This is an optimization exercise on Yosys and OpenROAD, whose aim is small area and a short achievable clock period, not a production implementation.
Function was checked by simulation only, so behaviour that the tests miss may differ from the original.
The clock port is modelled as an ideal driver; clocking choices that lean on that would not hold on a real chip.
Power and IR drop assume default switching activity.

===== flow/design.v =====
`default_nettype none
package cdq_pkg;
   localparam int DEPTH     = 32;
   localparam int WORD_BITS = 32;
   localparam int PTR_BITS  = 5;
   localparam logic [2:0] OP_PUSH_REAR  = 3'd0;
   localparam logic [2:0] OP_PUSH_FRONT = 3'd1;
   localparam logic [2:0] OP_POP_REAR   = 3'd2;
   localparam logic [2:0] OP_POP_FRONT  = 3'd3;
   localparam logic [2:0] OP_CLEAR      = 3'd4;
   localparam logic [1:0] ST_DONE  = 2'd0;
   localparam logic [1:0] ST_FULL  = 2'd1;
   localparam logic [1:0] ST_EMPTY = 2'd2;
   typedef logic signed [WORD_BITS-1:0] word_type;
   typedef struct packed {
      logic [2:0] opcode;
      word_type   value_in;
   } req_payload_type;
   typedef struct packed {
      word_type   value_out;
      logic [1:0] status;
      logic       now_empty;
      logic       now_full;
   } rsp_payload_type;
endpackage : cdq_pkg
`default_nettype wire
`default_nettype none
module cdq_cell (
   input  wire logic               clock,
   input  wire logic               write,
   input  wire logic               keep,
   input  wire cdq_pkg::word_type  push_word,
   output cdq_pkg::word_type       data
);
   cdq_pkg::word_type data_ff;
   always_ff @(posedge clock) begin
      data_ff <= (push_word & {cdq_pkg::WORD_BITS{write}})
               | (data_ff & {cdq_pkg::WORD_BITS{keep}});
   end
   assign data = data_ff;
endmodule
`default_nettype wire
`default_nettype none
module circular_deque_top (
   input  wire logic                     clock,
   input  wire logic                     reset,
   input  wire logic                     req_valid,
   output logic                          req_ready,
   input  wire logic [34:0]              req_payload,
   output logic                          rsp_valid,
   input  wire logic                     rsp_ready,
   output logic [35:0]                   rsp_payload
);
   localparam int D = cdq_pkg::DEPTH;
   localparam int P = cdq_pkg::PTR_BITS;
   cdq_pkg::req_payload_type req_p;
   assign req_p = req_payload;
   logic [D-1:0]      head_oh, tail_oh, head_m1_oh, tail_m1_oh;
   logic [D-1:0]      head_p1_oh, tail_p1_oh;
   logic [P:0]        count_ff, count_next;
   logic              empty_ff, full_ff, one_ff, almost_full_ff;
   logic              rsp_valid_ff;
   cdq_pkg::rsp_payload_type rsp_ff, rsp_in;
   logic              rsp_held_ff, rsp_hold;
   logic              accept;
   logic              op_push_rear, op_push_front, op_pop_rear, op_pop_front, op_clear;
   logic              do_push_rear, do_push_front, do_pop_rear, do_pop_front;
   logic [D-1:0]      write, keep, sel;
   cdq_pkg::word_type slot_data [D];
   cdq_pkg::word_type popped, read_word;
   logic              pop_ok;
   assign req_ready = !rsp_valid_ff || rsp_ready;
   assign accept    = req_valid && req_ready;
   assign op_push_rear  = (req_p.opcode == cdq_pkg::OP_PUSH_REAR);
   assign op_push_front = (req_p.opcode == cdq_pkg::OP_PUSH_FRONT);
   assign op_pop_rear   = (req_p.opcode == cdq_pkg::OP_POP_REAR);
   assign op_pop_front  = (req_p.opcode == cdq_pkg::OP_POP_FRONT);
   assign op_clear      = (req_p.opcode == cdq_pkg::OP_CLEAR);
   assign do_push_rear  = accept && op_push_rear  && !full_ff;
   assign do_push_front = accept && op_push_front && !full_ff;
   assign do_pop_rear   = accept && op_pop_rear   && !empty_ff;
   assign do_pop_front  = accept && op_pop_front  && !empty_ff;
   assign head_m1_oh = {head_oh[0], head_oh[D-1:1]};
   assign tail_m1_oh = {tail_oh[0], tail_oh[D-1:1]};
   assign head_p1_oh = {head_oh[D-2:0], head_oh[D-1]};
   assign tail_p1_oh = {tail_oh[D-2:0], tail_oh[D-1]};
   for (genvar i = 0; i < D; i++) begin : g_slot
      assign write[i] = !full_ff && (tail_oh[i] || head_m1_oh[i]);
      assign keep[i]  = count_ff[P] || !(tail_oh[i] || head_m1_oh[i]);
      cdq_cell u_cell (
         .clock     (clock),
         .write     (write[i]),
         .keep      (keep[i]),
         .push_word (req_p.value_in),
         .data      (slot_data[i])
      );
   end
   always_ff @(posedge clock) begin
      if (reset) begin
         head_oh <= D'(1);
         tail_oh <= D'(1);
      end else begin
         if (do_push_front) head_oh <= head_m1_oh;
         if (do_pop_front)  head_oh <= head_p1_oh;
         if (accept && op_clear) tail_oh <= head_oh;
         if (do_push_rear)  tail_oh <= tail_p1_oh;
         if (do_pop_rear)   tail_oh <= tail_m1_oh;
      end
   end
   always_comb begin
      count_next = count_ff;
      if (op_clear)                      count_next = '0;
      if (do_push_rear || do_push_front) count_next = count_ff + 1'b1;
      if (do_pop_rear || do_pop_front)   count_next = count_ff - 1'b1;
   end
   always_ff @(posedge clock) begin
      if (reset) begin
         count_ff       <= '0;
         empty_ff       <= 1'b1;
         full_ff        <= 1'b0;
         one_ff         <= 1'b0;
         almost_full_ff <= 1'b0;
      end else if (accept) begin
         count_ff       <= count_next;
         empty_ff       <= (count_next == '0);
         full_ff        <= (count_next == (P+1)'(D));
         one_ff         <= (count_next == (P+1)'(1));
         almost_full_ff <= (count_next == (P+1)'(D-1));
      end
   end
   assign pop_ok = (req_p.opcode[2:1] == 2'b01) && !empty_ff;
   always_comb begin
      read_word = '0;
      for (int i = 0; i < D; i++) begin
         sel[i]    = req_p.opcode[0] ? head_oh[i] : tail_m1_oh[i];
         read_word = read_word | (slot_data[i] & {cdq_pkg::WORD_BITS{sel[i]}});
      end
      popped = read_word & {cdq_pkg::WORD_BITS{pop_ok}};
   end
   always_ff @(posedge clock) begin
      if (reset) begin
         rsp_valid_ff <= 1'b0;
      end else if (accept) begin
         rsp_valid_ff <= 1'b1;
      end else if (rsp_ready) begin
         rsp_valid_ff <= 1'b0;
      end
   end
   always_ff @(posedge clock) begin
      if (reset) begin
         rsp_held_ff <= 1'b0;
      end else if (req_valid && (!rsp_held_ff || rsp_ready)) begin
         rsp_held_ff <= 1'b1;
      end else if (rsp_ready) begin
         rsp_held_ff <= 1'b0;
      end
   end
   assign rsp_hold = !req_valid || (rsp_held_ff && !rsp_ready);
   always_comb begin
      rsp_in.value_out = popped;
      rsp_in.status    = cdq_pkg::ST_DONE;
      rsp_in.now_empty = empty_ff;
      rsp_in.now_full  = full_ff;
      if (op_push_rear || op_push_front) begin
         if (full_ff) begin
            rsp_in.status = cdq_pkg::ST_FULL;
         end else begin
            rsp_in.now_empty = 1'b0;
            rsp_in.now_full  = almost_full_ff;
         end
      end
      if (op_pop_rear || op_pop_front) begin
         if (empty_ff) begin
            rsp_in.status = cdq_pkg::ST_EMPTY;
         end else begin
            rsp_in.now_empty = one_ff;
            rsp_in.now_full  = 1'b0;
         end
      end
      if (op_clear) begin
         rsp_in.now_empty = 1'b1;
         rsp_in.now_full  = 1'b0;
      end
   end
   always_ff @(posedge clock) begin
      rsp_ff <= (rsp_in & {36{accept}}) | (rsp_ff & {36{rsp_hold}});
   end
   assign rsp_valid   = rsp_valid_ff;
   assign rsp_payload = rsp_ff;
endmodule
`default_nettype wire

===== flow/flow/run.sh =====
#!/bin/bash
# Standard ORFS layout, run stage by stage:
# - no setup margin before clock tree synthesis (with ideal clocks the margin
#   only oversizes gates), then the setup margin for the repairs after clock
#   tree synthesis and global routing;
# - ports buffered with plain buffers instead of the delay cells buffer_ports
#   picks on its own, and sizing not held to each cell's footprint, so the
#   repairs may swap a delay cell for a buffer.
set -euo pipefail
MARGIN=$(cat flow/margin.txt)
COMMON=(MATCH_CELL_FOOTPRINT=0 "BUFFER_PORTS_ARGS=-buffer_cell sky130_fd_sc_hd__buf_4")
bash standard.sh "${COMMON[@]}" synth > log_synth.txt 2>&1
bash standard.sh "${COMMON[@]}" SETUP_SLACK_MARGIN=0 floorplan > log_floorplan.txt 2>&1
bash standard.sh "${COMMON[@]}" SETUP_SLACK_MARGIN=0 place > log_place.txt 2>&1
bash standard.sh "${COMMON[@]}" SETUP_SLACK_MARGIN=$MARGIN cts > log_cts.txt 2>&1
bash standard.sh "${COMMON[@]}" SETUP_SLACK_MARGIN=$MARGIN finish > log_finish.txt 2>&1
test -f out/final.def

===== flow/flow/margin.txt =====
1.9

===== flow/standard.sh =====
#!/bin/bash
# synth_recipe.tcl (not shown) runs the flow's synth.tcl, then flattens the netlist and writes it again
# the make line also repeats each setting of config.mk as NAME=value (left out here)
make -C /OpenROAD-flow-scripts/flow DESIGN_CONFIG=/design/flow/config.mk WORK_HOME=/design/flow/orfs CLKGATE_MAP_FILE= SYNTH_SCRIPT=/design/flow/synth_recipe.tcl "${@:-finish}"

===== flow/config.mk =====
export PLATFORM = sky130hd
export DESIGN_NAME = circular_deque_top
export DESIGN_NICKNAME = circular_deque_top
export VERILOG_FILES = /design/flow/design.v
export SDC_FILE = /design/flow/constraint.sdc
export NUM_CORES = 4
export LEC_CHECK = 0
export CAP_MARGIN = 20
export CORE_MARGIN = 2
export CORE_UTILIZATION = 55
export CTS_CLUSTER_DIAMETER = 80
export CTS_CLUSTER_SIZE = 30
export SLEW_MARGIN = 20

===== flow/constraint.sdc =====
create_clock -name core_clock -period 4.2 [get_ports {clock}]
set_input_delay 0.8400 -clock core_clock [delete_from_list [all_inputs] [get_ports {clock}]]
set_output_delay 0.8400 -clock core_clock [all_outputs]
set_load 0.01 [all_outputs]

==> results of run 1 <==
per-stage QoR:
step	instances	util	power, mW
after floorplan	3873	-	19.49
after global placement	4559	0.5676	20.98
after detailed placement	4559	0.5678	21.24
after CTS	4698	0.6051	27.16
after global routing	4736	0.6168	28.48
final	4753	0.6173	27.73
final timing paths:
| path | startpoint | end | cells after the start |
|---|---|---|---|
| setup / recovery | head_oh[6]$_SDFFE_PP0P_ | g_slot[5].u_cell.data_ff[3]$_DFF_P_ | 4 |
| setup reg to reg | head_oh[6]$_SDFFE_PP0P_ | g_slot[5].u_cell.data_ff[3]$_DFF_P_ | 4 |
| hold / removal | req_payload[34] | rsp_ff[2]$_DFF_P_ | 2 |
| hold reg to reg | rsp_ff[18]$_DFF_P_ | rsp_ff[18]$_DFF_P_ | 2 |
sequential cells by signal, summed over array words and instances (netlist names):
name / cells
g_slot.u_cell.data_ff: 1024
rsp_ff: 36
head_oh: 32
tail_oh: 32
count_ff: 6
almost_full_ff: 1
empty_ff: 1
full_ff: 1
one_ff: 1
rsp_held_ff: 1
rsp_valid_ff: 1
power groups by stage:
stage / clock network (mW) / registers, mW / logic, mW
5_1_grt: 6.29 / 16.6 / 5.61
2_1_floorplan: 0 / 15.7 / 3.78
4_1_cts: 5.93 / 16.1 / 5.11
6_report: 6.03 / 16.3 / 5.40
3_5_place_dp: 0 / 16.3 / 4.95
3_3_place_gp: 0 / 16.2 / 4.77
per-layer routing:
metal / track usage / wire length [um] / vias to the layer above
li1: - / - / 14852
met1: 0.6472 / 72970 / 19334
met2: 0.7023 / 81590 / 4130
met3: 0.2101 / 36410 / 1203
met4: 0.3717 / 19570 / 20
met5: 0.006879 / 201 / -
worst register-to-register path, cell delays in order (launching register included):
cell and delay, ns:
dfxtp_1 0.70, nor2_1 0.18, nor2_4 0.65, buf_4 0.60
a22o_1 0.27
logic make-up (layout without fill, tap and decap cells):
| kind of cell | Yosys count | in the layout | share of synthesized area |
|---|---|---|---|
| buf+inv | 488 | 351 | 0.04743 |
| mux | 34 | 55 | 0.01088 |
| compound gates | 1729 | 1729 | 0.3453 |
| other cells | 0 | 18 | 0 |
| simple gates | 484 | 484 | 0.05393 |
| flops | 1136 | 1136 | 0.5419 |
| fa+ha+maj | 2 | 2 | 0.0005961 |
what timing repair did:
item	CTS	global route
setup buffers	45	32
endpoints found under the setup margin	887	140
cloned	22	5
gates resized for setup	68	79
pin swaps	8	18
layout make-up:
type | count | share of cell area
diodes | 18 | 0.0009639
clock buffers | 53 | 0.02696
clock inverters | 19 | 0.004793
inverters | 8 | 0.0006426
multi-input cells | 2270 | 0.3976
flip-flops and latches | 1136 | 0.4871
well taps | 978 | 0.02619
repair buffers | 271 | 0.05583
synthesized netlist by cell type, types with 2 or more instances:
library cell,count
o31ai_1,2
ha_1,2
a311o_1,20
nor3_1,28
a221oi_1,151
a21o_1,2
dfxtp_1,1136
o31ai_2,2
or2_2,33
nor2_1,138
a22o_1,1166
a311oi_1,6
nor2b_1,4
buf_4,3
buf_2,52
clkbuf_1,391
nand4_1,65
a211oi_1,31
inv_1,8
nor4_1,7
buf_1,23
o22ai_1,29
and3_1,4
mux2_2,13
a22oi_1,232
nand2b_1,3
a21oi_1,37
nand3_1,51
nand2_1,137
and2_1,5
o21ai_1,25
mux2_4,20
buf_6,11
nand4b_1,2
o21ai_0,15
==> impl_metrics.csv, run 1 <==
group,metric,value,unit
floorplanning,start_util,0.5545,
global_route,grt_max_degree,77,
power,switching_power,8.185,mW
setup_path,slowest_delay,0.70,ns
routing,wire_per_inst,44.34,um
timing,setup_viol,0,
clocking,clk_transition_reported_paths,0.12,ns
global_route,grt_pass1_vias,36109,
yosys,postSynthCellCount,3873,
routing,wl,210700,um
setup_path,cp_top_family,"simple AND/OR/NAND/NOR gates",
clocking,clockBufferDepth,3,
timing,hold_viol,0,
layout,layout_common_cells,"a22o_1, dfxtp_1, a22oi_1, buf_4, nand2_1",
yosys,synth_area_leaders,"dfxtp_1, a22o_1, a22oi_1",
yosys,synth_top_area_frac,0.5419,
setup_path,cp.arrival,3.07,ns
place,postPlaceCellArea,0.04298,sq mm
power,power.share.sequential,0.588,
layout,final.fill_count,6101,
setup_path,crit_path_start_kind,"flop",
yosys,synth-seq-cells,1136,
yosys,yosys_warnings,3,
clocking,htree_num_levels,2,
status,status,"no timing/DRC/antenna violations",
power,p_clk_frac,0.217,
run,drv_cap,0,
yosys,synth_cell_types,54,
routing,ant_nets,0,
power,sw_frac_of_total,0.2951,
setup_path,crit_path_end_kind,"flop",
place,place_congestion,0.8874,
clocking,cts_sinks,1136,
global_route,gr-total-overflow,0,
layout,drive_gt1_frac,0.1448,
timing,layout_min_cycle_time,2.458,ns
yosys,netlist_area,0.04197,sq mm
timing,slew_headroom,0.2274,
yosys,synth_ff_type,"dfxtp_1",
layout,multi_input_area,0.01858,sq mm
layout,area_growth,11.34,%
place,io_buffers,76,
layout,seqCellArea,0.02276,sq mm
power,power_density,593.5,mW/mm^2
timing,skew,0.03446,ns
clocking,clockRootBuffer,"clkbuf_16",
setup_path,cp.required,4.81,ns
floorplanning,ios,77,
power,leakagePower,18.14,nW
timing,rsz0062_at_grt,"yes",
floorplanning,rows,101,
timing,worstMarginPinSlew,1.159,ns
routing,viasPerCell,8.319,
floorplanning,core_area,0.07570,sq mm
place,post-place-ws,0.6691,ns
power,p_comb_frac,0.195,
floorplanning,die_w,280.2,um
yosys,synth-seq-area-share,0.5419,
layout,postLayoutCellArea,0.04673,sq mm
timing,slew_viol_final,0,
setup_path,worstPathCellList,"nor2_1 > nor2_4 > buf_4 > a22o_1",
routing,vias,39539,
timing,hold_ws,0.4492,ns
power,ir_drop,0.3547,mV
setup_path,worstSetupPathType,"reg -> reg",
global_route,grt_pass1_wl,284500,um
routing,drtPass1Iterations,9,
setup_path,crit_slowest_cell,"dfxtp_1",
layout,final_common_cell,"a22o_1",
clocking,clk-insertion-delay-late,0.67,ns
routing,drc,0,
timing,setup_tns,0,ns
min_path,hold_path.class,"in -> reg",
floorplanning,die_h,280.2,um
yosys,yosys.area.top_type,"dfxtp_1",
timing,fmax,0.4068,GHz
yosys,synth_edf_count,0,
clocking,cts_tree,"yes",
routing,drtIter0Drc,7402,
global_route,grt_usage,0.5132,
timing,finalWorstSetupSlack,1.742,ns
power,p_int,19.55,mW
clocking,holdBufCountCts,0,
clocking,numCtsBuffers,47,
floorplanning,die_area,0.07853,sq mm
setup_path,worstPathMaxFanout,18,
timing,finalCritPeriodShare,0.5853,
setup_path,reg2reg_slack,1.74,ns
global_route,antenna_found_initial,14,
yosys,ys_async_sr_fraction,0,
place,hpwl,97900,um
setup_path,cp_num_buf_inv,1,
layout,nNetsFinal,3775,
yosys,synthesis.nets,3914,
yosys,avgSynthCellArea,10.84,sq um
==> run 2: changes to the inputs <==
--- a/flow/config.mk
+++ b/flow/config.mk
@@ -9,5 +9,5 @@
 export CORE_MARGIN = 2
 export CORE_UTILIZATION = 55
-export CTS_CLUSTER_DIAMETER = 80
-export CTS_CLUSTER_SIZE = 30
+export CTS_CLUSTER_DIAMETER = 70
+export CTS_CLUSTER_SIZE = 24
 export SLEW_MARGIN = 20
==> impl_metrics.csv, run 2 <==
group,metric,value,unit
layout,largest_reg_flops,1024,
yosys,synth_ff_type,"dfxtp_1",
power,p_int,19.93,mW
clocking,clockRootBuffer,"clkbuf_16",
timing,finalWorstSetupSlack,1.786,ns
power,switching_power,8.295,mW
timing,fmax,0.4143,GHz
routing,drtIter0Drc,7242,
setup_path,crit_path_start_kind,"flop",
setup_path,crit_slowest_cell,"buf_4",
yosys,synth-seq-cells,1136,
floorplanning,die_h,280.2,um
timing,setup_tns,0,ns
place,io_buffers,76,
yosys,yosys-top-cells-count,"a22o_1, dfxtp_1, clkbuf_1",
routing,drc,0,
clocking,cts_sinks,1136,
timing,slew_viol_final,0,
global_route,grt_pass1_wl,284100,um
timing,hold_viol,0,
setup_path,worstPathMaxFanout,23,
setup_path,slowest_delay,0.65,ns
layout,drive_gt1_frac,0.1434,
global_route,antenna_found_initial,16,
clocking,cts_tree,"yes",
yosys,postSynthCellCount,3873,
layout,multi_input_area,0.01846,sq mm
layout,largest-register,"g_slot.u_cell.data_ff",
layout,largest_registers,"g_slot.u_cell.data_ff: 1024 flops, rsp_ff: 36 flops",
yosys,synth_area_leaders,"dfxtp_1, a22o_1, a22oi_1",
setup_path,cp_num_buf_inv,1,
global_route,grt_max_degree,77,
floorplanning,start_util,0.5545,
power,sw_frac_of_total,0.2939,
clocking,clockBufferDepth,3,
layout,layout_common_cells,"a22o_1, dfxtp_1, a22oi_1, buf_4, nand2_1",
timing,layout_min_cycle_time,2.414,ns
timing,rsz0062_at_grt,"yes",
yosys,netlist_area,0.04197,sq mm
layout,layout.cells.non_filler,4761,
power,p_comb_frac,0.191,
floorplanning,ios,77,
power,p_clk_frac,0.231,
floorplanning,rows,101,
routing,ant_nets,0,
status,status,"no timing/DRC/antenna violations",
yosys,synth_cell_types,54,
setup_path,reg2reg_slack,1.79,ns
layout,seqCellArea,0.02276,sq mm
routing,drtPass1Iterations,10,
timing,setup_viol,0,
timing,slew_headroom,0.2371,
layout,final.fill_count,6121,
yosys,yosys_warnings,3,
timing,finalCritPeriodShare,0.5747,
layout,final_common_cell,"a22o_1",
routing,viasPerCell,8.317,
setup_path,startpoint,"tail_oh[23]$_SDFFE_PP0P_",
yosys,synth_top_area_frac,0.5419,
yosys,avgSynthCellArea,10.84,sq um
power,leakagePower,18.22,nW
clocking,numCtsBuffers,57,
routing,wl,209700,um
setup_path,cp_top_family,"simple AND/OR/NAND/NOR gates",
setup_path,reg2reg_from,"tail_oh[23]$_SDFFE_PP0P_",
setup_path,crit_cells,4,
yosys,synth.most_common_cell,"a22o_1",
setup_path,cp.arrival,3.03,ns
clocking,holdBufCountCts,0,
floorplanning,core_area,0.07570,sq mm
place,post-place-ws,0.6691,ns
power,power_density,603.0,mW/mm^2
place,place_congestion,0.8874,
routing,wire_per_inst,44.05,um
clocking,htree_num_levels,2,
setup_path,timing.rr.end,"g_slot[23].u_cell.data_ff[31]$_DFF_P_",
yosys,ys_async_sr_fraction,0,
run,drv_cap,0,
yosys,synth-seq-area-share,0.5419,
setup_path,crit_end,"g_slot[23].u_cell.data_ff[31]$_DFF_P_",
global_route,grt_pass1_vias,36316,
floorplanning,die_area,0.07853,sq mm
timing,worstMarginPinSlew,1.144,ns
place,dp_cells,4559,
layout,area_growth,11.52,%
global_route,grt_usage,0.5113,
yosys,yosys.area.top_type,"dfxtp_1",
setup_path,worstPathCellList,"nor2_1 > or2_2 > buf_4 > a22o_1",
clocking,clk-insertion-delay-late,0.69,ns
yosys,synth_edf_count,0,
routing,vias,39599,
power,finalPower,28.23,mW
setup_path,cp.required,4.81,ns
min_path,hold_path.class,"in -> reg",
timing,skew,0.04021,ns
place,hpwl,97900,um
clocking,clk_transition_reported_paths,0.10,ns
power,ir_drop,0.3685,mV
floorplanning,die_w,280.2,um
global_route,gr-total-overflow,0,
layout,nNetsFinal,3783,
setup_path,crit_path_end_kind,"flop",
setup_path,r2r_cells,4,
yosys,synthesis.nets,3914,
power,power.share.sequential,0.578,
setup_path,worstSetupPathType,"reg -> reg",
run 2: cell counts after synthesis:
No cell type changed its count.
run 2: final cells by class:
type,count,area share
diodes,16,0.0008554
clock buffers,64,0.03237
clock inverters,20,0.004357
inverters,8,0.0006416
multi-input cells,2269,0.3945
flip-flops and latches,1136,0.4862
well taps,978,0.02614
repair buffers,270,0.05496
run 2: cells by family after synthesis:
group                    after synthesis  synth area share
multiplexers                          34           0.01088
AO/OA/AOI/OAI                       1729            0.3453
flip-flops                          1136            0.5419
AND/OR/NAND/NOR                      484           0.05393
adder cells (fa/ha/maj)                2         0.0005961
buffers and inverters                488           0.04743
run 2: per-layer routing:
| metal | wire [um] | vias to the layer above | GRT usage |
|---|---|---|---|
| met2 | 81370 | 4082 | 0.7032 |
| met1 | 72590 | 19436 | 0.6419 |
| met3 | 36420 | 1207 | 0.2140 |
| met4 | 19180 | 16 | 0.3606 |
| li1 | - | 14858 | - |
| met5 | 169 | - | 0.01313 |
run 2: worst min-delay path by stage:
stage | startpoint | end | slack [ns] | cells after the start
after floorplan | one_ff$_SDFFE_PP0P_ | one_ff$_SDFFE_PP0P_ | 0.42 | 2
final | req_payload[34] | rsp_ff[2]$_DFF_P_ | 0.45 | 2
after CTS | req_payload[34] | rsp_ff[2]$_DFF_P_ | 0.43 | 2
after global routing | req_payload[32] | head_oh[26]$_SDFFE_PP0P_ | 0.46 | 2
after global placement | rsp_ff[0]$_DFF_P_ | rsp_ff[0]$_DFF_P_ | 0.44 | 1
after detailed placement | rsp_ff[0]$_DFF_P_ | rsp_ff[0]$_DFF_P_ | 0.45 | 1
run 2: repair_timing:
action | in CTS | in global routing
cloned | 21 | 4
buffers inserted | 38 | 39
pin swaps | 3 | 19
setup endpoints to repair | 815 | 112
gates resized for setup | 64 | 64
run 2: worst reg2reg max path: cells and delay by family, from the launching register on:
kind	cells	cell delay, ns
AND/OR/NAND/NOR	2	0.92
buffers and inverters	1	0.68
flip-flops	1	0.49
AO/OA/AOI/OAI	1	0.27
run 2: power by group through the flow:
stage / Combinational (mW) / Sequential, mW / Clock, mW
floorplan: 3.78 / 15.7 / 0
finish: 5.38 / 16.3 / 6.53
detailed placement: 4.95 / 16.3 / 0
CTS: 5.10 / 16.1 / 6.42
global route: 5.59 / 16.6 / 6.80
global placement: 4.77 / 16.2 / 0
run 2: through the flow:
step	cell area, sq um	util	hold WS (ns)
floorplan	41970	-	0.4173
global placement	42970	0.5676	0.4425
detailed placement	42980	0.5678	0.4458
CTS	45890	0.6062	0.4264
global route	46770	0.6179	0.4624
finish	46810	0.6183	0.4474
==> run 3: changes to the inputs <==
==> flow/flow/margin.txt (replaced) <==
2.0
==> impl_metrics.csv, run 3 <==
group,metric,value,unit
status,status,"no timing/DRC/antenna violations",
timing,hold_ws,0.4401,ns
layout,largest_registers,"g_slot.u_cell.data_ff: 1024 flops, rsp_ff: 36 flops",
floorplanning,die_h,280.2,um
layout,seqCellArea,0.02280,sq mm
clocking,cts_sinks,1136,
layout,drive_gt1_frac,0.1676,
clocking,clk-insertion-delay-late,0.71,ns
routing,viasPerCell,8.417,
setup_path,worstSetupPathType,"reg -> reg",
routing,wl,217700,um
yosys,synth_edf_count,0,
layout,post-route-util,0.6305,
floorplanning,rows,101,
timing,layout_min_cycle_time,2.323,ns
floorplanning,ios,77,
routing,drtIter0Drc,7460,
setup_path,cp.arrival,2.96,ns
timing,finalCritPeriodShare,0.5532,
timing,setup_tns,0,ns
place,place_congestion,0.8874,
power,ir_drop,0.3711,mV
setup_path,crit_path_end_kind,"flop",
floorplanning,core_area,0.07570,sq mm
timing,rsz0062_at_grt,"yes",
global_route,antenna_found_initial,19,
floorplanning,die_w,280.2,um
yosys,synth.most_common_cell,"a22o_1",
place,io_buffers,76,
layout,area_growth,13.72,%
routing,vias,40469,
power,power_density,594.9,mW/mm^2
timing,worstMarginPinSlew,1.114,ns
yosys,netlist_area,0.04197,sq mm
layout,nNetsFinal,3834,
clocking,clk_transition_reported_paths,0.10,ns
timing,slew_viol_final,0,
global_route,grt_pass1_wl,288300,um
layout,multi_input_area,0.01888,sq mm
timing,hold_viol,0,
routing,ant_nets,0,
layout,largest_reg_flops,1024,
floorplanning,start_util,0.5545,
layout,layout_common_cells,"a22o_1, dfxtp_1, buf_4, a22oi_1, nand2_1",
clocking,clockRootBuffer,"clkbuf_16",
global_route,gr-total-overflow,0,
timing,setup_viol,0,
yosys,synth_area_leaders,"dfxtp_1, a22o_1, a22oi_1",
setup_path,crit_path_start_kind,"flop",
yosys,avgSynthCellArea,10.84,sq um
yosys,postSynthCellCount,3873,
timing,skew,0.04580,ns
global_route,grt_pass1_vias,36637,
yosys,ys_async_sr_fraction,0,
clocking,clockBufferDepth,3,
power,leakagePower,18.63,nW
global_route,grt_usage,0.5205,
routing,drc,0,
setup_path,worstPathMaxFanout,22,
min_path,hold_path.class,"in -> reg",
global_route,grt_max_degree,77,
yosys,synth-seq-cells,1136,
routing,wire_per_inst,45.28,um
clocking,cts_tree,"yes",
power,finalPower,28.39,mW
yosys,synth_top_area_frac,0.5419,
clocking,numCtsBuffers,57,
setup_path,cp.required,4.83,ns
place,hpwl,97900,um
clocking,htree_num_levels,2,
timing,fmax,0.4304,GHz
yosys,yosys.area.top_type,"dfxtp_1",
layout,final.fill_count,6029,
yosys,synth_cell_types,54,
layout,largest-register,"g_slot.u_cell.data_ff",
yosys,yosys_warnings,3,
routing,drtPass1Iterations,8,
timing,slew_headroom,0.2572,
layout,final_common_cell,"a22o_1",
yosys,yosys-top-cells-count,"a22o_1, dfxtp_1, clkbuf_1",
yosys,synthesis.nets,3914,
floorplanning,die_area,0.07853,sq mm
run,drv_cap,0,
yosys,synth_ff_type,"dfxtp_1",
yosys,synth-seq-area-share,0.5419,
## run 3: worst max-delay path, cell delays in order, from the launching register on
cell and delay (ns):
dfxtp_2 0.61, nor2_1 0.22, nor2_4 0.52, buf_4 0.67, a22o_1 0.22
## run 3: per-layer routing
layer,global-route usage,part of all wire
met5,0.01126,0.0016
met2,0.7034,0.38
met1,0.6378,0.34
met3,0.2443,0.18
met4,0.3913,0.096
## run 3: layout make-up
| type | count | area share |
|---|---|---|
| timing repair buffer | 311 | 0.06394 |
| clock inverter | 20 | 0.004273 |
| inverter | 8 | 0.0006291 |
| antenna | 12 | 0.0006291 |
| clock buffer | 64 | 0.03175 |
| tap | 978 | 0.02564 |
| sequential | 1136 | 0.4777 |
| multi-input combinational | 2279 | 0.3955 |
## run 3: metrics by stage
stage | std cells | cell area (sq um) | setup WS, ns
2_1_floorplan | 3873 | 41970 | 1.727
3_3_place_gp | 4559 | 42970 | 0.6547
3_5_place_dp | 4559 | 42980 | 0.6691
4_1_cts | 4720 | 46200 | 1.977
5_1_grt | 4798 | 47700 | 1.910
6_report | 4808 | 47730 | 1.877
## run 3: cell families after synthesis
| group | count (synthesis) | synth area share |
|---|---|---|
| buf+inv | 488 | 0.04743 |
| flops | 1136 | 0.5419 |
| simple gates | 484 | 0.05393 |
| fa+ha+maj | 2 | 0.0005961 |
| mux | 34 | 0.01088 |
| compound gates | 1729 | 0.3453 |
## run 3: timing repair
action / in CTS / in global routing
hold buffers: 0 / 0
setup buffers: 51 / 63
resized for setup: 91 / 115
cloned: 26 / 13
setup endpoints to repair: 1012 / 144
endpoints found under the hold margin: 0 / 0
pin swaps: 7 / 30
## run 3: final timing paths
kind	start	endpoint	slack, ns	cells after the start
worst max-delay path	head_oh[28]$_SDFFE_PP0P_	g_slot[27].u_cell.data_ff[9]$_DFF_P_	1.88	4
worst min-delay path	req_payload[34]	rsp_ff[2]$_DFF_P_	0.44	2
worst max register to register	head_oh[28]$_SDFFE_PP0P_	g_slot[27].u_cell.data_ff[9]$_DFF_P_	1.88	4
worst min register to register	one_ff$_SDFFE_PP0P_	one_ff$_SDFFE_PP0P_	0.47	2
## run 3: where the power goes
group | leakage (nW) | total, mW | internal, mW | switching (mW)
registers | 9.51 | 16.3 | 14.2 | 2.14
clock network | 0.837 | 6.56 | 2.75 | 3.82
logic | 8.27 | 5.49 | 3.03 | 2.45
total | 18.6 | 28.4 | 20.0 | 8.41
==> run 4: changes to the inputs <==
==> flow/flow/margin.txt (replaced) <==
1.7
==> impl_metrics.csv, run 4 <==
group,metric,value,unit
yosys,yosys.area.top_type,"dfxtp_1",
yosys,ys_async_sr_fraction,0,
yosys,synth_ff_type,"dfxtp_1",
setup_path,cp.required,4.82,ns
place,dp_cells,4559,
routing,met2WireLength,79610,um
timing,fmax,0.3888,GHz
clocking,cts_tree,"yes",
yosys,synth-seq-area-share,0.5419,
setup_path,crit_path_start_kind,"flop",
yosys,postSynthCellCount,3873,
yosys,yosys_warnings,3,
place,post-place-ws,0.6691,ns
power,ir_drop,0.3749,mV
global_route,gr-total-overflow,0,
routing,vias,38523,
layout,drive_gt1_frac,0.1119,
global_route,antenna_found_initial,7,
layout,largest_registers,"g_slot.u_cell.data_ff: 1024 flops, rsp_ff: 36 flops",
clocking,clk-insertion-delay-late,0.70,ns
routing,top_layer,"met5",
clocking,htree_num_levels,2,
yosys,avgSynthCellArea,10.84,sq um
timing,worstMarginPinSlew,1.212,ns
clocking,clockRootBuffer,"clkbuf_16",
setup_path,slowest_delay,0.87,ns
floorplanning,die_h,280.2,um
global_route,grt_max_degree,77,
status,status,"no timing/DRC/antenna violations",
setup_path,worstSetupPathType,"reg -> reg",
floorplanning,ios,77,
yosys,synthesis.nets,3914,
floorplanning,die_area,0.07853,sq mm
power,power_density,615.7,mW/mm^2
clocking,clk_transition_reported_paths,0.10,ns
setup_path,crit_slowest_cell,"nor2_4",
timing,skew,0.03705,ns
timing,slew_viol_final,0,
layout,post-route-util,0.6005,
routing,wl,200500,um
timing,layout_min_cycle_time,2.572,ns
timing,setup_viol,0,
clocking,numCtsBuffers,57,
yosys,synth_top_area_frac,0.5419,
timing,finalWorstSetupSlack,1.628,ns
global_route,grt_pass1_wl,269200,um
setup_path,worstPathCellList,"nor2_1 > nor2_4 > buf_4 > a22o_1",
layout,nNetsFinal,3708,
clocking,clockBufferDepth,3,
global_route,grt_usage,0.4781,
power,leakagePower,17.58,nW
layout,layout.cells.non_filler,4681,
yosys,synth_edf_count,0,
layout,layout_common_cells,"a22o_1, dfxtp_1, a22oi_1, buf_4, a221oi_1",
timing,slew_headroom,0.1922,
floorplanning,core_area,0.07570,sq mm
routing,dr_wl_met3,32710,um
layout,largest-register,"g_slot.u_cell.data_ff",
setup_path,cp.arrival,3.19,ns
timing,hold_viol,0,
floorplanning,die_w,280.2,um
clocking,cts_sinks,1136,
timing,finalCritPeriodShare,0.6123,
routing,drtIter0Drc,6798,
routing,drtPass1Iterations,9,
setup_path,worstPathMaxFanout,17,
floorplanning,start_util,0.5545,
power,finalPower,27.99,mW
layout,largest_reg_flops,1024,
layout,final_common_cell,"a22o_1",
place,hpwl,97900,um
place,io_buffers,76,
layout,final.fill_count,6255,
yosys,synth_area_leaders,"dfxtp_1, a22o_1, a22oi_1",
routing,wire_per_inst,42.84,um
yosys,synth.most_common_cell,"a22o_1",
yosys,netlist_area,0.04197,sq mm
yosys,synth_cell_types,54,
routing,drc,0,
global_route,grt_pass1_vias,35525,
routing,viasPerCell,8.230,
min_path,hold_path.class,"in -> reg",
yosys,synth-seq-cells,1136,
timing,rsz0062_at_grt,"no",
routing,ant_nets,0,
timing,setup_tns,0,ns
run,drv_cap,0,
clocking,holdBufCountCts,0,
setup_path,crit_path_end_kind,"flop",
layout,area_growth,8.308,%
floorplanning,rows,101,
yosys,yosys-top-cells-count,"a22o_1, dfxtp_1, clkbuf_1",
place,place_congestion,0.8874,
routing,m1WireLength,71360,um
## run 4: through the flow
stage | area, sq um | hold WS [ns]
detailed placement | 42980 | 0.4458
floorplan | 41970 | 0.4173
CTS | 45040 | 0.4209
finish | 45460 | 0.4303
global route | 45430 | 0.4532
global placement | 42970 | 0.4425
## run 4: timing repair
item,CTS,global route
gates resized for setup,30,20
pin swaps,0,1
setup buffers,3,11
cloned,4,9
setup endpoints to repair,378,64
## run 4: logic make-up (layout without fill, tap and decap cells)
logic type	after synthesis	in the layout	synth area share
AO/OA/AOI/OAI	1729	1729	0.3453
adder cells (fa/ha/maj)	2	2	0.0005961
buffers and inverters	488	296	0.04743
flip-flops	1136	1136	0.5419
multiplexers	34	45	0.01088
other	0	11	0
AND/OR/NAND/NOR	484	484	0.05393
## run 4: path summary, 6_finish.rpt
check	start	end	slack (ns)	cells after the start
worst min-delay path	req_payload[34]	rsp_ff[2]$_DFF_P_	0.43	2
worst max register to register	head_oh[21]$_SDFFE_PP0P_	g_slot[20].u_cell.data_ff[21]$_DFF_P_	1.63	4
worst min register to register	one_ff$_SDFFE_PP0P_	one_ff$_SDFFE_PP0P_	0.47	2
worst max-delay path	head_oh[21]$_SDFFE_PP0P_	g_slot[20].u_cell.data_ff[21]$_DFF_P_	1.63	4
## run 4: cell type report
type | count | area, sq um | area share
multi-input combinational | 2260 | 17980 | 0.3955
timing repair buffer | 204 | 1732 | 0.03809
antenna | 11 | 27.53 | 0.0006055
clock inverter | 20 | 203.9 | 0.004487
clock buffer | 64 | 1515 | 0.03333
sequential | 1136 | 22750 | 0.5004
tap | 978 | 1224 | 0.02692
inverter | 8 | 30.03 | 0.0006606
## run 4: power by group
group / switching, mW / internal (mW) / total, mW
logic: 2.32 / 2.90 / 5.22
registers: 2.06 / 14.2 / 16.3
clock network: 3.77 / 2.74 / 6.51
total: 8.14 / 19.8 / 28.0
## run 4: routing by layer
layer | global-route usage | vias to the layer above
met1 | 0.6176 | 19004
met5 | 0.005629 | -
met3 | 0.1617 | 1018
li1 | - | 14697
met2 | 0.6823 | 3796
met4 | 0.3041 | 8
## run 4: worst max-delay path, delay by kind of cell (launching register included)
kind / cells / cell delay (ns)
buffers and inverters: 1 / 0.51
AO/OA/AOI/OAI: 1 / 0.20
flip-flops: 1 / 0.73
AND/OR/NAND/NOR: 2 / 1.07
==> run 5: changes to the inputs <==
==> flow/flow/run.sh (replaced) <==
#!/bin/bash
# Standard ORFS layout, run stage by stage: no setup margin before clock tree
# synthesis (with ideal clocks the margin only oversizes gates), then one setup
# margin for the repair after clock tree synthesis and a larger one for the
# repair after global routing, ahead of the slack detailed routing loses.
set -euo pipefail
# Ports are buffered with plain buffers instead of the delay cells
# buffer_ports picks on its own, and sizing is not held to each cell's
# footprint, so the repairs may swap a delay cell for a buffer.
read -r CTS_MARGIN GRT_MARGIN < flow/margin.txt
COMMON=(MATCH_CELL_FOOTPRINT=0 "BUFFER_PORTS_ARGS=-buffer_cell sky130_fd_sc_hd__buf_4")
bash standard.sh "${COMMON[@]}" synth > log_synth.txt 2>&1
bash standard.sh "${COMMON[@]}" SETUP_SLACK_MARGIN=0 floorplan > log_floorplan.txt 2>&1
bash standard.sh "${COMMON[@]}" SETUP_SLACK_MARGIN=0 place > log_place.txt 2>&1
bash standard.sh "${COMMON[@]}" SETUP_SLACK_MARGIN=$CTS_MARGIN cts > log_cts.txt 2>&1
bash standard.sh "${COMMON[@]}" SETUP_SLACK_MARGIN=$GRT_MARGIN finish > log_finish.txt 2>&1
test -f out/final.def
==> flow/flow/margin.txt (replaced) <==
2.0 2.2
==> impl_metrics.csv, run 5 <==
group,metric,value,unit
floorplanning,die_area,0.07853,sq mm
routing,wl,231600,um
yosys,yosys_warnings,3,
layout,largest_reg_flops,1024,
routing,wire_per_inst,47.25,um
global_route,grt_pass1_wl,288300,um
global_route,gr-total-overflow,0,
floorplanning,start_util,0.5545,
floorplanning,core_area,0.07570,sq mm
setup_path,crit_path_end_kind,"flop",
routing,drc,0,
clocking,holdBufCountCts,0,
place,place_congestion,0.8874,
setup_path,crit_end,"rsp_ff[5]$_DFF_P_",
timing,rsz0062_at_grt,"yes",
power,finalPower,28.73,mW
yosys,postSynthCellCount,3873,
yosys,yosys.area.top_type,"dfxtp_1",
floorplanning,die_h,280.2,um
yosys,synth_top_area_frac,0.5419,
yosys,synthesis.nets,3914,
global_route,antenna_found_initial,27,
layout,layout_common_cells,"a22o_1, dfxtp_1, buf_4, a22oi_1, nand2_1",
setup_path,r2r_cells,7,
timing,hold_viol,0,
timing,setup_tns,0,ns
place,hpwl,97900,um
clocking,clk_transition_reported_paths,0.09,ns
layout,nNetsFinal,3915,
power,ir_drop,0.3670,mV
clocking,cts_sinks,1136,
setup_path,reg2reg_slack,1.93,ns
yosys,synth_edf_count,0,
clocking,numCtsBuffers,57,
routing,drtIter0Drc,8570,
yosys,synth.most_common_cell,"a22o_1",
yosys,avgSynthCellArea,10.84,sq um
status,status,"no timing/DRC/antenna violations",
setup_path,timing.rr.end,"rsp_ff[7]$_DFF_P_",
timing,hold_ws,0.4387,ns
yosys,netlist_area,0.04197,sq mm
clocking,clockBufferDepth,3,
timing,slew_headroom,0.2575,
layout,final_common_cell,"a22o_1",
power,power_density,579.3,mW/mm^2
place,dp_cells,4559,
timing,finalCritPeriodShare,0.5478,
yosys,ys_async_sr_fraction,0,
layout,drive_gt1_frac,0.2149,
clocking,cts_tree,"yes",
floorplanning,rows,101,
yosys,synth_area_leaders,"dfxtp_1, a22o_1, a22oi_1",
setup_path,worstSetupPathType,"in -> reg",
timing,slew_viol_final,0,
min_path,hold_path.class,"in -> reg",
global_route,grt_pass1_vias,36637,
timing,skew,0.04077,ns
setup_path,crit_path_start_kind,"primary input",
layout,largest-register,"g_slot.u_cell.data_ff",
global_route,grt_max_degree,77,
yosys,synth_cell_types,54,
layout,largest_registers,"g_slot.u_cell.data_ff: 1024 flops, rsp_ff: 36 flops",
setup_path,startpoint,"req_payload[32]",
setup_path,cp.required,4.75,ns
global_route,grt_usage,0.5205,
yosys,synth-seq-cells,1136,
yosys,synth_ff_type,"dfxtp_1",
layout,layout.cells.non_filler,4902,
clocking,clockRootBuffer,"clkbuf_16",
floorplanning,ios,77,
routing,viasPerCell,8.556,
layout,area_growth,18.17,%
timing,worstMarginPinSlew,1.114,ns
routing,vias,41943,
timing,setup_viol,0,
timing,layout_min_cycle_time,2.301,ns
setup_path,worstPathMaxFanout,12,
clocking,htree_num_levels,2,
yosys,yosys-top-cells-count,"a22o_1, dfxtp_1, clkbuf_1",
run,drv_cap,0,
yosys,synth-seq-area-share,0.5419,
setup_path,reg2reg_from,"head_oh[5]$_SDFFE_PP0P_",
layout,final.fill_count,5818,
floorplanning,die_w,280.2,um
timing,fmax,0.4346,GHz
place,io_buffers,76,
power,leakagePower,19.41,nW
clocking,clk-insertion-delay-late,0.71,ns
routing,ant_nets,0,
routing,drtPass1Iterations,12,
setup_path,cp.arrival,2.85,ns
run 5: cell families after synthesis:
kind of cell / count (synthesis) / synth area share
muxes: 34 / 0.01088
and+or+nand+nor: 484 / 0.05393
AOI/OAI and AO/OA: 1729 / 0.3453
buffers and inverters: 488 / 0.04743
adders and majority gates: 2 / 0.0005961
DFF: 1136 / 0.5419
run 5: critical path, stage by stage:
cell	delay (ns)
buf_16	0.13
clkbuf_16	0.17
buf_4	0.24
mux2_4	0.52
a221oi_1	0.37
nand4_1	0.27
nor3_2	0.21
o21ai_1	0.07
run 5: metrics by stage:
| stage | cell area [sq um] | util | worst slack, ns |
|---|---|---|---|
| finish | 49600 | 0.6552 | 1.899 |
| global route | 49560 | 0.6547 | 1.926 |
| CTS | 46200 | 0.6104 | 1.977 |
| detailed placement | 42980 | 0.5678 | 0.6691 |
| global placement | 42970 | 0.5676 | 0.6547 |
| floorplan | 41970 | - | 1.727 |
run 5: routing by layer:
layer / GRT usage / up-vias / wire, um
met4: 0.3913 / 22 / 24590
li1: - / 15166 / -
met1: 0.6378 / 20454 / 76760
met5: 0.01126 / - / 699
met3: 0.2443 / 1590 / 44240
met2: 0.7034 / 4711 / 85310
run 5: how the worst min path moves through the flow:
stage | start | end | slack [ns] | cells after the start
floorplan | one_ff$_SDFFE_PP0P_ | one_ff$_SDFFE_PP0P_ | 0.42 | 2
global placement | rsp_ff[0]$_DFF_P_ | rsp_ff[0]$_DFF_P_ | 0.44 | 1
detailed placement | rsp_ff[0]$_DFF_P_ | rsp_ff[0]$_DFF_P_ | 0.45 | 1
CTS | req_payload[34] | rsp_ff[2]$_DFF_P_ | 0.43 | 2
global route | req_payload[32] | head_oh[26]$_SDFFE_PP0P_ | 0.47 | 2
finish | req_payload[34] | rsp_ff[2]$_DFF_P_ | 0.44 | 2
run 5: report_power, final:
part,switching (mW),total (mW),internal [mW],leakage (nW)
logic,2.58,5.72,3.14,9.03
registers,2.24,16.4,14.2,9.54
clock network,3.83,6.57,2.74,0.837
run 5: what timing repair did:
| item | 4_1_cts | 5_1_grt |
|---|---|---|
| pin swaps | 7 | 78 |
| gates resized for setup | 91 | 355 |
| gates cloned | 26 | 36 |
| buffers inserted | 51 | 121 |
| endpoints found under the setup margin | 1012 | 593 |
run 5: cell type report:
| type | instances | area, sq um | share of cell area |
|---|---|---|---|
| inverters | 8 | 30.03 | 0.0006055 |
| flip-flops and latches | 1136 | 22910 | 0.4620 |
| well taps | 978 | 1224 | 0.02467 |
| multi-input cells | 2298 | 19720 | 0.3976 |
| diodes | 25 | 62.56 | 0.001261 |
| repair buffers | 373 | 3928 | 0.07919 |
| clock inverters | 20 | 203.9 | 0.004112 |
| clock buffers | 64 | 1515 | 0.03055 |
==> run 6: changes to the inputs <==
==> flow/flow/margin.txt (replaced) <==
1.9 2.1
==> impl_metrics.csv, run 6 <==
group,metric,value,unit
layout,layout_common_cells,"a22o_1, dfxtp_1, buf_4, a22oi_1, nand2_1",
layout,final.fill_count,5925,
yosys,synth_top_area_frac,0.5419,
place,io_buffers,76,
timing,rsz0062_at_grt,"yes",
layout,seqCellArea,0.02281,sq mm
floorplanning,start_util,0.5545,
clocking,cts_sinks,1136,
global_route,antenna_found_initial,14,
global_route,gr-total-overflow,0,
layout,largest_reg_flops,1024,
power,leakagePower,18.91,nW
timing,skew,0.03763,ns
routing,drc,0,
timing,finalWorstSetupSlack,1.812,ns
yosys,yosys_warnings,3,
clocking,clk-insertion-delay-late,0.70,ns
timing,setup_viol,0,
yosys,synth_simple_gate_area_frac,0.05393,
place,postPlaceCellArea,0.04298,sq mm
layout,final_common_cell,"a22o_1",
routing,drtIter0Drc,7273,
clocking,htree_num_levels,2,
routing,viasPerCell,8.389,
yosys,netlist_area,0.04197,sq mm
floorplanning,core_area,0.07570,sq mm
timing,layout_min_cycle_time,2.388,ns
min_path,hold_path.class,"in -> reg",
yosys,muxShareOfSynthArea,0.01088,
floorplanning,die_area,0.07853,sq mm
timing,fmax,0.4187,GHz
global_route,grt_pass1_vias,36316,
setup_path,crit_path_end_kind,"flop",
timing,finalCritPeriodShare,0.5686,
yosys,synth_area_leaders,"dfxtp_1, a22o_1, a22oi_1",
status,status,"no timing/DRC/antenna violations",
yosys,synth-seq-area-share,0.5419,
yosys,yosys-top-cells-count,"a22o_1, dfxtp_1, clkbuf_1",
layout,largest-register,"g_slot.u_cell.data_ff",
clocking,numCtsBuffers,57,
layout,layout.cells.non_filler,4846,
place,hpwl,97900,um
yosys,ys_async_sr_fraction,0,
global_route,grt_max_degree,77,
layout,postLayoutCellArea,0.04835,sq mm
setup_path,crit_path_start_kind,"flop",
yosys,synth_edf_count,0,
yosys,avgSynthCellArea,10.84,sq um
layout,multi_input_area,0.01917,sq mm
global_route,grt_usage,0.5113,
power,finalPower,28.52,mW
routing,wl,221100,um
yosys,synthesis.nets,3914,
timing,setup_tns,0,ns
routing,ant_nets,0,
layout,drive_gt1_frac,0.1865,
timing,hold_viol,0,
floorplanning,die_h,280.2,um
global_route,grt_pass1_wl,284100,um
clocking,clockRootBuffer,"clkbuf_16",
yosys,synth_ff_type,"dfxtp_1",
timing,slew_viol_final,0,
place,place_congestion,0.8874,
routing,wire_per_inst,45.63,um
floorplanning,ios,77,
layout,largest_registers,"g_slot.u_cell.data_ff: 1024 flops, rsp_ff: 36 flops",
setup_path,worstPathMaxFanout,17,
power,power_density,589.8,mW/mm^2
setup_path,cp.required,4.83,ns
yosys,yosys.area.top_type,"dfxtp_1",
clocking,clk_transition_reported_paths,0.10,ns
floorplanning,rows,101,
yosys,synth.most_common_cell,"a22o_1",
place,dp_cells,4559,
yosys,synth-compound-area-share,0.3453,
routing,drtPass1Iterations,10,
yosys,synth-xor-area-share,0,
floorplanning,die_w,280.2,um
yosys,synthAdderAreaFrac,0.0005962,
timing,slew_headroom,0.2789,
clocking,cts_tree,"yes",
setup_path,worstSetupPathType,"reg -> reg",
layout,post-route-util,0.6387,
routing,vias,40655,
timing,hold_ws,0.4370,ns
yosys,synth-seq-cells,1136,
timing,worstMarginPinSlew,1.082,ns
power,ir_drop,0.3693,mV
layout,area_growth,15.20,%
clocking,holdBufCountCts,0,
setup_path,cp.arrival,3.01,ns
clocking,clockBufferDepth,3,
yosys,postSynthCellCount,3873,
layout,nNetsFinal,3860,
run,drv_cap,0,
yosys,synth_top_family_by_area,"compound AO/OA/AOI/OAI gates",
place,post-place-ws,0.6691,ns
yosys,synth_cell_types,54,
## run 6: metal layers
| metal | part of all wire | vias to the layer above | GRT usage |
|---|---|---|---|
| li1 | - | 15042 | - |
| met5 | 0.0029 | - | 0.01313 |
| met3 | 0.19 | 1388 | 0.2140 |
| met2 | 0.38 | 4426 | 0.7032 |
| met1 | 0.34 | 19769 | 0.6419 |
| met4 | 0.099 | 30 | 0.3606 |
## run 6: cells by family (layout without fill, tap and decap cells)
family          count (synthesis)  in the layout
compound gates               1729           1729
fa+ha+maj                       2              2
buf+inv                       488            428
flops                        1136           1136
mux                            34             65
other cells                     0             24
simple gates                  484            484
## run 6: path summary, 6_finish.rpt
| check | startpoint | endpoint | slack, ns | depth (start not counted) |
|---|---|---|---|---|
| worst min-delay path | req_payload[34] | rsp_ff[2]$_DFF_P_ | 0.44 | 2 |
| worst max-delay path | head_oh[29]$_SDFFE_PP0P_ | g_slot[28].u_cell.data_ff[7]$_DFF_P_ | 1.81 | 4 |
| worst min register to register | rsp_ff[18]$_DFF_P_ | rsp_ff[18]$_DFF_P_ | 0.47 | 2 |
| worst max register to register | head_oh[29]$_SDFFE_PP0P_ | g_slot[28].u_cell.data_ff[7]$_DFF_P_ | 1.81 | 4 |
## run 6: what timing repair did
item,CTS,global route
endpoints found under the setup margin,815,549
setup buffers,38,103
pin swaps,3,71
cloned,21,17
hold endpoints to repair,0,0
resized for setup,64,232
## run 6: worst max-delay path, cell delays in order, from the launching register on
cell,delay [ns]
dfxtp_2,0.58
nor2_1,0.19
nor2_4,0.75
buf_4,0.56
a22o_1,0.20
## run 6: where the power goes
group | internal (mW) | switching, mW
Sequential | 14.2 | 2.20
Combinational | 3.08 | 2.50
Clock | 2.74 | 3.79
Total | 20.0 | 8.49
## run 6: area by class of cell
cell class | instances | area share
clock buffer | 64 | 0.03134
tap | 978 | 0.02531
sequential | 1136 | 0.4717
timing repair buffer | 336 | 0.06899
multi-input combinational | 2280 | 0.3966
inverter | 8 | 0.0006211
clock inverter | 20 | 0.004218
antenna | 24 | 0.001242

[what the ideal ports hide]
No port has a modelled driver above. Below, the same layouts with a new extraction and two added sets of constraints. Step 1 assumes that a clkbuf_16 drives the clock port and a buf_2 every other input. Step 2, shift: input delay + t, output delay - t, t = (earliest + latest rising clock arrival at the registers) / 2. This alone moves slack from input paths to output paths. Slacks: no drivers / after step 1 / after step 2; pairs: no drivers / after step 1.
run	t, ns	setup WS [ns]	latest minus earliest clock arrival (ns)	worst slew at a driven data input, ns	cell pins on the clock port's net
run 1	0.733	1.742 / 1.661 / 0.928	0.044 / 0.044	0.23	1
run 2	0.745	1.786 / 1.650 / 0.905	0.041 / 0.040	0.22	1
run 3	0.756	1.877 / 1.775 / 1.019	0.046 / 0.046	0.24	1
run 4	0.747	1.628 / 1.628 / 0.911	0.038 / 0.038	0.07	1
run 5	0.756	1.899 / 1.716 / 0.959	0.041 / 0.041	0.27	1
run 6	0.753	1.812 / 1.668 / 0.915	0.038 / 0.038	0.25	1
After both steps setup and hold are still met in every run listed. For run 5, which loses most, drivers alone change the setup slack by -0.183 ns; drivers and shift together by -0.940 ns.
